Background: an optimization exercise with open tools, aiming at small area and a short achievable clock period. Do not read the settings as production practice. The RTL was checked by simulation tests, not by an equivalence proof against the original design. Power figures rest on the tool's default switching activity, not on a simulated workload.

Design decodeStage, start of the top module:
module decodeStage
(
    input wire Clk,
    input wire reset,
    input wire [WordWidth-1:0] instr,
    input wire writeEnable,
    input wire [RegAddrWidth-1:0] writeAddr,
    input wire [WordWidth-1:0] writeData,
    input wire [RegAddrWidth-1:0] readAddrA,
    input wire [RegAddrWidth-1:0] readAddrB,
    input wire [RegAddrWidth-1:0] readAddrC,
    output logic jmplInstr,
    output logic storeInstr,
    output logic signExtend,
    output logic loadInstr,
    output logic regWrite,
    output logic modifyCc,
    output logic callInstr,
    output logic branchInstr,
    output logic annul,
    output logic dataMemEnable,
    output logic [3:0] aluSel,
    output logic [1:0] accessSize,
    output logic [RegAddrWidth-1:0] destReg,
    output logic [WordWidth-1:0] portA,
    output logic [WordWidth-1:0] portB,
    output logic [WordWidth-1:0] portC
);
For scale: ~3,900 cells after synthesis, roughly 990 flip-flops.
clock: 7.0 ns
lec_check: 0
cap_margin: 20
core_margin: 2
core_utilization: 32
place_density: 0.3
setup_slack_margin: 2.2
slew_margin: 20
synth_hierarchical: 1
tns_end_percent: 0
standard.sh (not shown) runs the stock make flow with config.mk's settings and CLKGATE_MAP_FILE= SYNTH_SCRIPT=/design/flow/synth_recipe.tcl, a recipe that flattens the netlist after the stock synthesis.
==> flow/flow/run.sh <==
#!/bin/bash
# The standard layout (standard.sh: the standard flow's synthesis and ORFS flow) with:
# - the register file placed as a regular array before global placement
#   (array.tcl), released after it (release.tcl), and the read ports' pins
#   on the die edges next to it (pins.tcl);
# - plain buffers, instead of delay cells, on the ports, the smallest one
#   on ports off the read paths (io_buffers.tcl);
# - a clock tree of small buffers in larger clusters, without dummy loads.
set -euo pipefail
here=$(cd "$(dirname "$0")" && pwd)
bash standard.sh \
  "PRE_GLOBAL_PLACE_SKIP_IO_TCL=$here/array.tcl" \
  "PRE_IO_PLACEMENT_TCL=$here/pins.tcl" \
  "BUFFER_PORTS_ARGS=-buffer_cell sky130_fd_sc_hd__buf_4" \
  "POST_GLOBAL_PLACE_TCL=$here/post_gp.tcl" \
  "CTS_ARGS=-sink_clustering_enable -repair_clock_nets -dont_use_dummy_load -sink_clustering_size 12 -sink_clustering_max_diameter 50 -buf_list {sky130_fd_sc_hd__clkbuf_4 sky130_fd_sc_hd__clkbuf_8}" \
  finish > standard_flow.log 2>&1
Other scripts of this flow, unchanged in this note and not shown: flow/flow/array.tcl, flow/flow/io_buffers.tcl, flow/flow/pins.tcl, flow/flow/post_gp.tcl, flow/flow/release.tcl
The baseline went through all stages and came out clean.
Then changed:
- TNS_END_PERCENT: 0 -> 30
The new run finished clean.
Total power hardly moves.
Clock power is about the same.
Core utilization decreases by 0.16 points.
Register-to-register slack degrades by 0.02 ns.
Global-route usage barely changes.
Routed wire length shrinks slightly.
Final area drops slightly.
Via count drops slightly.
Non-clock buffer count falls by 9.
Sequential cell count does not change.
Synthesized area is unchanged.

decodeStage, a different RTL version from the one above (not shown whole).
For scale: roughly 3800 cells after synthesis, roughly 990 flip-flops, about 43000 µm² of cells after synthesis.
export LEC_CHECK = 0
export CAP_MARGIN = 20
export CORE_MARGIN = 2
export CORE_UTILIZATION = 32
export PLACE_DENSITY = 0.4
export SETUP_SLACK_MARGIN = 2.0
export SLEW_MARGIN = 20
export SYNTH_HIERARCHICAL = 1
create_clock -name core_clock -period 7.0 [get_ports {Clk}]
==> flow/flow/run.sh <==
#!/bin/bash
# The standard layout (standard.sh: the standard flow's synthesis and ORFS flow) with:
# - plain buffers, instead of delay cells, on the ports;
# - a clock tree of small buffers in larger clusters, without dummy loads.
set -euo pipefail
bash standard.sh \
  "BUFFER_PORTS_ARGS=-buffer_cell sky130_fd_sc_hd__buf_2" \
  "CTS_ARGS=-sink_clustering_enable -repair_clock_nets -dont_use_dummy_load -sink_clustering_size 24 -sink_clustering_max_diameter 60 -buf_list {sky130_fd_sc_hd__clkbuf_2 sky130_fd_sc_hd__clkbuf_8}" \
  finish > standard_flow.log 2>&1
The baseline finished with timing, DRC and antenna clean.
==> next run, changes <==
==> flow/flow/run.sh (replaced) <==
#!/bin/bash
# The standard layout (standard.sh: the standard flow's synthesis and ORFS flow), with
# plain buffers, instead of delay cells, on the ports.
set -euo pipefail
bash standard.sh \
  "BUFFER_PORTS_ARGS=-buffer_cell sky130_fd_sc_hd__buf_4" \
  finish > standard_flow.log 2>&1
CORE_UTILIZATION = 40   (was 32)
CTS_BUF_LIST = sky130_fd_sc_hd__clkbuf_4 sky130_fd_sc_hd__clkbuf_8   (was default)
PLACE_DENSITY = 0.5   (was 0.4)
SETUP_SLACK_MARGIN = 1.5   (was 2.0)
=> This time the run completed and failed the layout checks on max-capacitance violations, max-slew violations. Power rose by 16%. Worst setup slack is worse by 0.42 ns. Wire length came out lower by 8.8%. Combinational power is lower by 10%.

decodeStage with an RTL version that a note above also has.
Size: about 3900 cells after synthesis, ~990 flip-flops, about 200 I/O pins, about 0.044 mm² of cells after synthesis.
clock: 7.0 ns
lec_check: 0
cap_margin: 20
core_margin: 2
core_utilization: 32
place_density: 0.3
setup_slack_margin: 2.2
slew_margin: 20
synth_hierarchical: 1
==> flow/flow/run.sh <==
#!/bin/bash
# The standard layout (standard.sh: the standard flow's synthesis and ORFS flow) with:
# - the register file placed as a regular array before global placement
#   (array.tcl), released after it (release.tcl), and the read ports' pins
#   on the die edges next to it (pins.tcl);
# - plain buffers, instead of delay cells, on the ports, the smallest one
#   on ports off the read paths (io_buffers.tcl);
# - a clock tree of small buffers in larger clusters, without dummy loads.
set -euo pipefail
here=$(cd "$(dirname "$0")" && pwd)
bash standard.sh \
  "PRE_GLOBAL_PLACE_SKIP_IO_TCL=$here/array.tcl" \
  "PRE_IO_PLACEMENT_TCL=$here/pins.tcl" \
  "BUFFER_PORTS_ARGS=-buffer_cell sky130_fd_sc_hd__buf_4" \
  "POST_GLOBAL_PLACE_TCL=$here/post_gp.tcl" \
  "CTS_ARGS=-sink_clustering_enable -repair_clock_nets -dont_use_dummy_load -sink_clustering_size 12 -sink_clustering_max_diameter 50 -buf_list {sky130_fd_sc_hd__clkbuf_4 sky130_fd_sc_hd__clkbuf_8}" \
  finish > standard_flow.log 2>&1
==> flow/flow/array.tcl <==
# Places the register file as a regular array before global placement.
# Bits are split in two banks (bits 0-15 and 16-31): one at the bottom of
# the core, one at the top, each with its read data pins on that edge.
# In a bank each bit is a column and each register a row: the row of
# register i holds, per bit, its flip-flop, the AND-OR cell that feeds it
# and one of the read AND-OR cells of the three registers it shares them
# with. Rows of the later read gates follow each group of registers. Empty
# rows leave room for buffers and wiring. The cells are placed FIRM for
# global placement (which then places the rest around them) and set back
# to PLACED after it (release.tcl).

# Column pitch of the array, in sites
set ::array_pitch_sites 40
set ::array_xshift_sites 30
# Rows left free between each bank and the core edge
set ::array_edge_rows 1

set block [ord::get_db_block]
set dbu [$block getDbUnitsPerMicron]

proc drv_iterm {net} {
  foreach it [$net getITerms] { if {[$it isOutputSignal]} { return $it } }
  return ""
}
proc out_net {inst} {
  foreach it [$inst getITerms] { if {[$it isOutputSignal]} { return [$it getNet] } }
  return "NULL"
}
proc loads {net} {
  set r {}
  foreach it [$net getITerms] { if {[$it isInputSignal]} { lappend r [$it getInst] } }
  return $r
}
proc mname {inst} { return [[$inst getMaster] getName] }

# Flip-flops by register and bit, and the cell feeding each
set flop [dict create]
set feed [dict create]
foreach inst [$block getInsts] {
  if {[regexp {word\\?\[(\d+)\\?\]\\?\[(\d+)\\?\]} [$inst getName] -> i b] && [string match *dfxtp* [mname $inst]]} {
    dict set flop $i,$b $inst
    foreach it [$inst getITerms] {
      if {[[$it getMTerm] getName] eq "D"} {
        set d [drv_iterm [$it getNet]]
        if {$d ne ""} { dict set feed $i,$b [$d getInst] }
      }
    }
  }
}
puts "array.tcl: [dict size $flop] flip-flops"

# Follow a read gate's output to the read port it ends at
proc port_of {inst} {
  set cur $inst
  for {set k 0} {$k < 6} {incr k} {
    set net [out_net $cur]
    if {$net eq "NULL"} { return "" }
    foreach bt [$net getBTerms] { return [list [$bt getName] $cur] }
    set l [loads $net]
    if {[llength $l] != 1} { return "" }
    set cur [lindex $l 0]
  }
  return ""
}

# Read gates of register group: for each flop, the read cells it feeds
set aoi [dict create]      ;# i,b,port -> first-level read cell (i = first register of its triple)
set lvl2 [dict create]     ;# group,b,port -> second-level cell
set lvl3 [dict create]     ;# b,port -> last cell
foreach key [dict keys $flop] {
  lassign [split $key ,] i b
  set f [dict get $flop $key]
  set q [out_net $f]
  foreach l [loads $q] {
    set m [mname $l]
    if {[string match *a222oi* $m] || ([string match *nand2_* $m] && $i == 31)} {
      set pr [port_of $l]
      if {$pr eq ""} continue
      set port [string index [lindex $pr 0] 4]
      set first [expr {(($i - 1) / 3) * 3 + 1}]
      dict set aoi $first,$b,$port $l
      set g2 [lindex [loads [out_net $l]] 0]
      set grp [expr {($i - 1) / 12}]
      dict set lvl2 $grp,$b,$port $g2
      dict set lvl3 $b,$port [lindex $pr 1]
    }
  }
}
puts "array.tcl: [dict size $aoi] read cells, [dict size $lvl2] second-level, [dict size $lvl3] last"

# Geometry
set core [$block getCoreArea]
set cx0 [$core xMin]; set cy0 [$core yMin]; set cx1 [$core xMax]; set cy1 [$core yMax]
set rows {}
foreach row [$block getRows] { lappend rows [list [[$row getBBox] yMin] $row] }
set rows [lsort -integer -index 0 $rows]
set site [[lindex [lindex $rows 0] 1] getSite]
set sw [$site getWidth]
set rh [$site getHeight]

# Occupied site intervals per row (tap cells)
set ::taps [dict create]
foreach inst [$block getInsts] {
  if {[string match *tap* [mname $inst]]} {
    set bb [$inst getBBox]
    dict lappend ::taps [$bb yMin] [list [$bb xMin] [$bb xMax]]
  }
}

set pitch [expr {$::array_pitch_sites * $sw}]
set bankw [expr {16 * $pitch}]
set x0 [expr {$cx0 + (($cx1 - $cx0 - $bankw) / 2 / $sw) * $sw + $::array_xshift_sites * $sw}]
set x0 [expr {$cx0 + (($x0 - $cx0) / $sw) * $sw}]

# Row plan of one bank, bottom to top: registers (with a spacer row after
# every third), then the later read gates of each group.
proc bank_rows {} {
  set plan {}
  for {set i 1} {$i <= 31} {incr i} {
    lappend plan [list reg $i]
    if {$i % 12 == 0} { lappend plan [list g2 [expr {$i / 12 - 1}]] }
    if {$i % 3 == 0 && $i % 12 != 0} { lappend plan [list gap] }
  }
  lappend plan [list g2 2]
  lappend plan [list g3]
  return $plan
}
set plan [bank_rows]
set nplan [llength $plan]

set ::placed {}
proc put {inst x y orient} {
  $inst setOrient $orient
  $inst setLocation $x $y
  $inst setPlacementStatus FIRM
  lappend ::placed $inst
}
# Place a list of cells left to right from x in row y, skipping taps
proc put_row {cells x y orient} {
  global taps rowend
  if {[info exists rowend($y)] && $rowend($y) > $x} { set x $rowend($y) }
  set tl {}
  if {[dict exists $taps $y]} { set tl [dict get $taps $y] }
  foreach c $cells {
    if {$c eq ""} continue
    set w [[$c getMaster] getWidth]
    set moved 1
    while {$moved} {
      set moved 0
      foreach t $tl {
        lassign $t a z
        if {$x < $z && $x + $w > $a} { set x $z; set moved 1 }
      }
    }
    put $c $x $y $orient
    set x [expr {$x + $w}]
  }
  set rowend($y) $x
}
proc dget {d k} { if {[dict exists $d $k]} { return [dict get $d $k] }; return "" }

# Bank 0 from the bottom row of the core upwards, its last read gates
# lowest; bank 1 from the top row downwards, its last read gates highest.
set nr [llength $rows]
for {set bank 0} {$bank < 2} {incr bank} {
  set idx 0
  foreach p $plan {
    if {$bank == 0} { set rr [expr {$::array_edge_rows + $nplan - 1 - $idx}] } else { set rr [expr {$nr - 1 - $::array_edge_rows - ($nplan - 1 - $idx)}] }
    incr idx
    set row [lindex [lindex $rows $rr] 1]
    set y [lindex [lindex $rows $rr] 0]
    set orient [$row getOrient]
    for {set k 0} {$k < 16} {incr k} {
      set b [expr {$bank * 16 + $k}]
      set x [expr {$x0 + $k * $pitch}]
      switch [lindex $p 0] {
        reg {
          set i [lindex $p 1]
          set cells [list [dget $flop $i,$b] [dget $feed $i,$b]]
          set first [expr {(($i - 1) / 3) * 3 + 1}]
          if {$i == 31} {
            foreach port {A B C} { lappend cells [dget $aoi 31,$b,$port] }
          } else {
            set port [lindex {A B C} [expr {$i - $first}]]
            lappend cells [dget $aoi $first,$b,$port]
          }
          put_row $cells $x $y $orient
        }
        g2 {
          set grp [lindex $p 1]
          put_row [list [dget $lvl2 $grp,$b,A] [dget $lvl2 $grp,$b,B] [dget $lvl2 $grp,$b,C]] $x $y $orient
        }
        g3 {
          put_row [list [dget $lvl3 $b,A] [dget $lvl3 $b,B] [dget $lvl3 $b,C]] $x $y $orient
        }
      }
    }
  }
}
puts "array.tcl: placed [llength $::placed] cells, x0 [expr {double($x0)/$dbu}] um"

Other scripts of this flow, unchanged in this note and not shown: flow/flow/io_buffers.tcl, flow/flow/pins.tcl, flow/flow/post_gp.tcl, flow/flow/release.tcl
Next try:
--- a/flow/flow/array.tcl
+++ b/flow/flow/array.tcl
@@ -11,5 +11,5 @@
 
 # Column pitch of the array, in sites
-set ::array_pitch_sites 40
+set ::array_pitch_sites 36
 set ::array_xshift_sites 30
 # Rows left free between each bank and the core edge
Result: Final cell count is higher by 0.69%. Flip-flop and latch count is unchanged. Area after synthesis stays the same. Setup slack is worse by 0.096 ns. Die area is unchanged. Design area shrinks by 1.8%. First-iteration DRC count is lower by 2.2%. Utilization went down by 0.70 points.

-- what the ideal ports hide --
The results above use ideal ports. As a check the final layouts listed here were re-extracted and re-timed, cells and wires unchanged.
Step 1 (the two cells are an assumption about what drives the block):
set clk [get_ports {Clk}]
set_driving_cell -lib_cell sky130_fd_sc_hd__clkbuf_16 $clk
set_driving_cell -lib_cell sky130_fd_sc_hd__buf_2 [delete_from_list [all_inputs] $clk]
Step 2 adds t to the input delays and takes it off the output delays; t is the mean of the earliest and latest rising clock arrival at the registers after step 1. Input paths then give back, and output paths get back, about the clock's delay inside the block.
Slacks: ideal / step 1 / step 2; pairs: ideal / step 1.
run	shift t [ns]	slack for setup (ns)	worst register clock-pin slew, ns
the first run of note 1	0.883	2.114 / 2.090 / 2.090	0.09 / 0.09
the second run of note 1	0.885	2.090 / 2.067 / 2.067	0.09 / 0.09
the first run of note 2	0.918	1.648 / 1.577 / 1.577	0.12 / 0.12
the second run of note 2	0.978	1.224 / 1.172 / 1.172	0.08 / 0.08
the first run of note 3	0.883	2.152 / 2.104 / 2.104	0.09 / 0.09
the second run of note 3	0.856	2.056 / 1.889 / 1.889	0.09 / 0.09
The setup slack of the second run of note 3, which loses most, moves by -0.167 ns with the drivers and by -0.167 ns with both steps.
